Background: an optimization exercise with open tools, aiming at small area. Do not read the settings as production practice. Only simulation tests tie the RTL to the original design; equivalence was not proved. Power figures rest on the tool's default switching activity, not on a simulated workload.

north:
==> flow/design.v <==
module wb_commit_stage #(
  parameter int NLANE = 2,
  parameter int XLEN  = 64,
  parameter int DEPTH = 8
) (
  input  logic                    clk,
  input  logic                    rst,
  input  logic                    in_valid,
  output logic                    in_ready,
  input  logic [NLANE-1:0]        in_lane_valid,
  input  logic [NLANE-1:0]        in_wb_en,
  input  logic [5*NLANE-1:0]      in_wd,
  input  logic [XLEN*NLANE-1:0]   in_data,
  input  logic [XLEN*NLANE-1:0]   in_pc,
  input  logic [32*NLANE-1:0]     in_instr,
  output logic [NLANE-1:0]        rf_we,
  output logic [5*NLANE-1:0]      rf_wa,
  output logic [XLEN*NLANE-1:0]   rf_wdata,
  output logic                    commit_valid,
  input  logic                    commit_ready,
  output logic                    commit_is_wb,
  output logic [4:0]              commit_wd,
  output logic [XLEN-1:0]         commit_data,
  output logic [XLEN-1:0]         commit_pc,
  output logic [31:0]             commit_instr,
  output logic [$clog2(DEPTH):0]  commit_count
);
  localparam int CW  = $clog2(DEPTH) + 1;
  localparam int MD  = DEPTH - 2;             
  localparam int MPW = $clog2(MD);
  localparam int MCW = $clog2(MD + 1);
  localparam int RW  = 1 + 5 + XLEN + XLEN + 32;   
  logic [RW-1:0]  stg0, stg1;
  logic           sv0, sv1;
  logic [RW-1:0]  mem [MD];
  logic [MPW-1:0] rdPtr, wrPtr, wrPtr1;
  logic [MCW-1:0] mcnt;
  logic accept, mEmpty, popDo, popM, s0k, s1k;
  logic [1:0] nmv;
  logic [MCW-1:0] mcntNext;
  logic [CW-1:0]  countNext;
  logic [1:0] qual;
  logic [RW-1:0] bank [2];
  logic [1:0]    selS0, selS1;
  logic [MD+1:0] hsel, hselNext;
  logic [MPW-1:0] rdPtrNext;
  logic          sv0Next, sv1Next;
  function automatic logic [MPW-1:0] ptrAdd(input logic [MPW-1:0] p, input logic [1:0] n);
    logic [MPW:0] s;
    s = {1'b0, p} + {{(MPW-1){1'b0}}, n};
    if (s >= MD) s = s - MD;
    ptrAdd = s[MPW-1:0];
  endfunction
  assign accept = in_valid && in_ready;
  assign mEmpty = (mcnt == '0);
  assign commit_valid = !mEmpty || sv0 || sv1;
  assign popDo  = commit_valid && commit_ready;
  assign popM   = popDo && !mEmpty;
  assign s0k    = sv0 && !(popDo && mEmpty);
  assign s1k    = sv1 && !(popDo && mEmpty && !sv0);
  assign nmv    = accept ? (2'(s0k) + 2'(s1k)) : 2'd0;
  assign mcntNext  = mcnt - MCW'(popM) + MCW'(nmv);
  assign countNext = CW'(mcntNext) + (accept ? CW'(in_lane_valid[0]) + CW'(in_lane_valid[1])
                                             : CW'(s0k) + CW'(s1k));
  assign wrPtr1 = ptrAdd(wrPtr, 2'd1);
  assign rdPtrNext = popM ? ptrAdd(rdPtr, 2'd1) : rdPtr;
  assign sv0Next = accept ? in_lane_valid[0] : s0k;
  assign sv1Next = accept ? in_lane_valid[1] : s1k;
  always_comb begin
    for (int e = 0; e < MD; e++) hselNext[e] = (mcntNext != '0) && (rdPtrNext == MPW'(e));
    hselNext[MD]   = (mcntNext == '0) && sv0Next;
    hselNext[MD+1] = (mcntNext == '0) && !sv0Next;
  end
  assign qual[0] = in_lane_valid[0] && in_wb_en[0] && (in_wd[4:0] != 5'd0);
  assign qual[1] = in_lane_valid[1] && in_wb_en[1] && (in_wd[9:5] != 5'd0);
  always_ff @(posedge clk or posedge rst) begin
    if (rst) begin
      rdPtr    <= '0;
      wrPtr    <= '0;
      mcnt     <= '0;
      sv0      <= 1'b0;
      sv1      <= 1'b0;
      hsel     <= '0;
      in_ready <= 1'b0;
      rf_we    <= '0;
    end else begin
      mcnt     <= mcntNext;
      rdPtr    <= rdPtrNext;
      wrPtr    <= ptrAdd(wrPtr, nmv);
      sv0      <= sv0Next;
      sv1      <= sv1Next;
      hsel     <= hselNext;
      in_ready <= (DEPTH - int'(countNext)) >= NLANE;
      rf_we    <= accept ? {qual[1], qual[0] && !(qual[1] && in_wd[9:5] == in_wd[4:0])} : 2'b00;
    end
  end
  always_ff @(posedge clk) begin
    if (accept) begin
      stg0 <= {in_wb_en[0] && (in_wd[4:0] != 5'd0), in_wd[4:0],
               in_data[XLEN-1:0], in_pc[XLEN-1:0], in_instr[31:0]};
      stg1 <= {in_wb_en[1] && (in_wd[9:5] != 5'd0), in_wd[9:5],
               in_data[2*XLEN-1:XLEN], in_pc[2*XLEN-1:XLEN], in_instr[63:32]};
    end
  end
  always_comb begin
    for (int b = 0; b < 2; b++) begin
      selS0[b] = s0k && (wrPtr[0] == b[0]);
      selS1[b] = s1k && ((wrPtr[0] ^ s0k) == b[0]);
      bank[b]  = {RW{selS0[b]}} & stg0 | {RW{selS1[b]}} & stg1;
    end
  end
  always_ff @(posedge clk) begin
    for (int e = 0; e < MD; e++) begin
      if (accept && ((MPW'(e) == wrPtr && (s0k || s1k)) || (MPW'(e) == wrPtr1 && s0k && s1k)))
        mem[e] <= bank[e % 2];
    end
  end
  logic [RW-1:0] head;
  always_comb begin
    head = {RW{hsel[MD]}} & stg0 | {RW{hsel[MD+1]}} & stg1;
    for (int e = 0; e < MD; e++) head = head | ({RW{hsel[e]}} & mem[e]);
  end
  assign {commit_is_wb, commit_wd, commit_data, commit_pc, commit_instr} = head;
  assign commit_count = CW'(mcnt) + CW'(sv0) + CW'(sv1);
  assign rf_wa    = {stg1[RW-2 -: 5], stg0[RW-2 -: 5]};
  assign rf_wdata = {stg1[RW-7 -: XLEN], stg0[RW-7 -: XLEN]};
endmodule
clock: 6.0 ns
lec_check: 0
cap_margin: 20
core_margin: 2
core_utilization: 50
gpl_timing_driven: 0
place_density: 0.7
slew_margin: 20
standard.sh (not shown) runs the stock make flow with config.mk's settings and CLKGATE_MAP_FILE= SYNTH_SCRIPT=/design/flow/synth_recipe.tcl, a recipe that flattens the netlist after the stock synthesis.
==> flow/flow/run.sh <==
#!/bin/bash
# The standard ORFS flow (standard.sh) with two changes:
#  * port buffers use the smallest buffer, sky130_fd_sc_hd__buf_1;
#  * CTS clusters up to 16 sinks per leaf buffer with clkbuf_4/clkbuf_8 and
#    inserts no dummy loads.
# The whole make output goes to standard.log; ORFS keeps per-step logs in orfs/logs.
export BUFFER_PORTS_ARGS="-buffer_cell sky130_fd_sc_hd__buf_1"
export CTS_ARGS="-sink_clustering_enable -repair_clock_nets -dont_use_dummy_load -buf_list {sky130_fd_sc_hd__clkbuf_4 sky130_fd_sc_hd__clkbuf_8} -sink_clustering_size 16 -sink_clustering_max_diameter 80"
bash standard.sh > standard.log 2>&1
### north -> south
==> flow/flow/run.sh <==
#!/bin/bash
# The standard ORFS flow (standard.sh) with three changes:
#  * synthesis is synth_recipe.tcl unchanged except that ABC maps with an
#    area-oriented script (flow/synth_area.tcl, flow/area.abc);
#  * port buffers use the smallest buffer, sky130_fd_sc_hd__buf_1;
#  * CTS clusters up to 16 sinks per leaf buffer with clkbuf_4/clkbuf_8 and
#    inserts no dummy loads.
# Synthesis output goes to synth.log, the rest of the flow to standard.log;
# ORFS keeps per-step logs in orfs/logs.
set -euo pipefail
W=$(pwd)
export BUFFER_PORTS_ARGS="-buffer_cell sky130_fd_sc_hd__buf_1"
export CTS_ARGS="-sink_clustering_enable -repair_clock_nets -dont_use_dummy_load -buf_list {sky130_fd_sc_hd__clkbuf_4 sky130_fd_sc_hd__clkbuf_8} -sink_clustering_size 16 -sink_clustering_max_diameter 80"
export AREA_ABC_SCRIPT=$W/flow/area.abc
export FLOW_SYNTH_TCL=$W/synth_recipe.tcl
# Same make call as standard.sh, but with our synthesis script, for the synth target.
MAKEARGS=$(grep -o 'make -C .*' standard.sh | sed -e 's/ "\${@:-finish}"$//' -e "s#SYNTH_SCRIPT=[^ ]*#SYNTH_SCRIPT=$W/flow/synth_area.tcl#")
eval "$MAKEARGS synth" > synth.log 2>&1
bash standard.sh > standard.log 2>&1
==> flow/flow/area.abc (new file) <==
strash
&get -n
&st
&synch2
&nf -a
&st
&dch
&nf -a
&put
==> flow/flow/synth_area.tcl (new file) <==
# The standard flow's synthesis script (synth_recipe.tcl) with one change: ABC maps with an
# area-oriented script (flow/area.abc) instead of ORFS's abc_speed.script.
proc abc {args} {
  set i [lsearch -exact $args -script]
  if {$i >= 0} { set args [lreplace $args [expr $i+1] [expr $i+1] $::env(AREA_ABC_SCRIPT)] }
  yosys abc {*}$args
}
source $::env(FLOW_SYNTH_TCL)
diff --git a/flow/config.mk b/flow/config.mk
--- a/flow/config.mk
+++ b/flow/config.mk
@@ -9,5 +9,3 @@
 export CORE_MARGIN = 2
-export CORE_UTILIZATION = 50
-export GPL_TIMING_DRIVEN = 0
-export PLACE_DENSITY = 0.7
+export CORE_UTILIZATION = 45
 export SLEW_MARGIN = 20
Notes after the runs:
Going from north to south, die height rose 3.9%; instance area after placement fell 4.7%; cell area fell about 4.5%; non-filler instance count after layout fell 309.
Going from north to south, simple logic cell fraction of the synthesized area went up by 0.28 points; highest net fanout along the worst path went down by 3; total of clock buffers placed in the layout went down by 2.1%; clock group share of total power went up by 0.8 points; achievable frequency went up by 10%.
south finished all stages; the layout is clean.
Re net count reported at finish: north and south aren't equal, and the lower value belongs to south.
When south is set beside north, its worst slack after detailed placement turns out to be 0.24 ns larger.
diff inputs: south => east
==> flow/flow/run.sh <==
#!/bin/bash
# The standard ORFS flow (standard.sh) with two changes:
#  * port buffers use the smallest buffer, sky130_fd_sc_hd__buf_1;
#  * CTS clusters up to 16 sinks per leaf buffer with clkbuf_4/clkbuf_8 and
#    inserts no dummy loads.
# The whole make output goes to standard.log; ORFS keeps per-step logs in orfs/logs.
export BUFFER_PORTS_ARGS="-buffer_cell sky130_fd_sc_hd__buf_1"
export CTS_ARGS="-sink_clustering_enable -repair_clock_nets -dont_use_dummy_load -buf_list {sky130_fd_sc_hd__clkbuf_4 sky130_fd_sc_hd__clkbuf_8} -sink_clustering_size 16 -sink_clustering_max_diameter 80"
bash standard.sh > standard.log 2>&1
diff --git a/flow/config.mk b/flow/config.mk
--- a/flow/config.mk
+++ b/flow/config.mk
@@ -9,3 +9,3 @@
 export CORE_MARGIN = 2
-export CORE_UTILIZATION = 45
+export CORE_UTILIZATION = 55
 export SLEW_MARGIN = 20
removed: flow/flow/area.abc
removed: flow/flow/synth_area.tcl
[summary]
Status: fraction of area in registers parity (south, east)
east vs south: tap cell count down in east
The arithmetic-cell share of the synthesized area counting full adders, half adders and majority gates was comparable across east and south.
Relative to east, the following input files were edited for west:
diff --git a/flow/config.mk b/flow/config.mk
--- a/flow/config.mk
+++ b/flow/config.mk
@@ -9,3 +9,3 @@
 export CORE_MARGIN = 2
-export CORE_UTILIZATION = 55
+export CORE_UTILIZATION = 40
 export SLEW_MARGIN = 20
Results
In west, the count of buffering cells on the critical path with inverters included came out 2 below the value in east. west ends up with higher final design area excluding fillers than east does. Against east, west reports a worst hold slack that is lower. Time the worst path needs with I/O delays and setup: west vs east down 0.10 ns. When west is measured against east, its layout buffer count excluding clock buffers turns out about 1.1% higher. west vs. east: final wirelength went down by 2.6%. Going from east to west, setup slack grew by 0.10 ns, via count shrank by about 0.65%. Critical path depth ends up higher on east.
[inputs] middle vs west
diff --git a/flow/config.mk b/flow/config.mk
--- a/flow/config.mk
+++ b/flow/config.mk
@@ -7,5 +7,5 @@
 export LEC_CHECK = 0
-export CAP_MARGIN = 20
+export CAP_MARGIN = 0
 export CORE_MARGIN = 2
-export CORE_UTILIZATION = 40
-export SLEW_MARGIN = 20
+export CORE_UTILIZATION = 50
+export SLEW_MARGIN = 0
## What came out
- Fmax: middle below west
- Looking at classification of the worst-slack hold path, the in2async result is from middle; the in2reg one comes from west.
- middle against west; count of non-filler cells in the finished layout is down by a little under 10%.
- middle against west; overall power after layout is up slightly.
- NOTE: fraction of layout cells with a size suffix above 1 in middle falls short of that of west
- Summary — layout overhead on the synthesized area, middle relative to west: lower, by 0.93 points.
- Between middle and west, the total number of nets in the final design does not differ in any meaningful way.
- middle and west ended up with roughly the same met3 capacity usage during global routing.
- west ended up with commit_pc[52] as its end point of the critical path; middle ended up with commit_instr[20].
- All of middle and west finish clean.

[what the ideal ports hide]
No port has a modelled driver above. Below, the same layouts with a new extraction and two added sets of constraints. Step 1 sets driving cells, clkbuf_16 on the clock port and buf_2 on the other inputs (assumed; they add their load-dependent delay and slew). Step 2 also shifts input and output timing later by t, the mid clock arrival at the registers, as if the neighbouring blocks saw the same clock. a / b / c = ideal / step 1 / step 2; a / b = the first two.
run	t, ns	slack for setup (ns)	pins driven straight from the clock port
north	0.852	0.985 / 0.912 / 0.475	1
south	0.824	1.443 / 1.402 / 0.686	1
east	0.826	1.503 / 1.453 / 0.887	1
west	0.887	1.607 / 1.530 / 1.019	1
middle	0.834	1.526 / 1.454 / 0.925	1
After both steps every run listed still meets setup and hold. The setup slack of south, which loses most, moves by -0.041 ns with the drivers and by -0.757 ns with both steps.
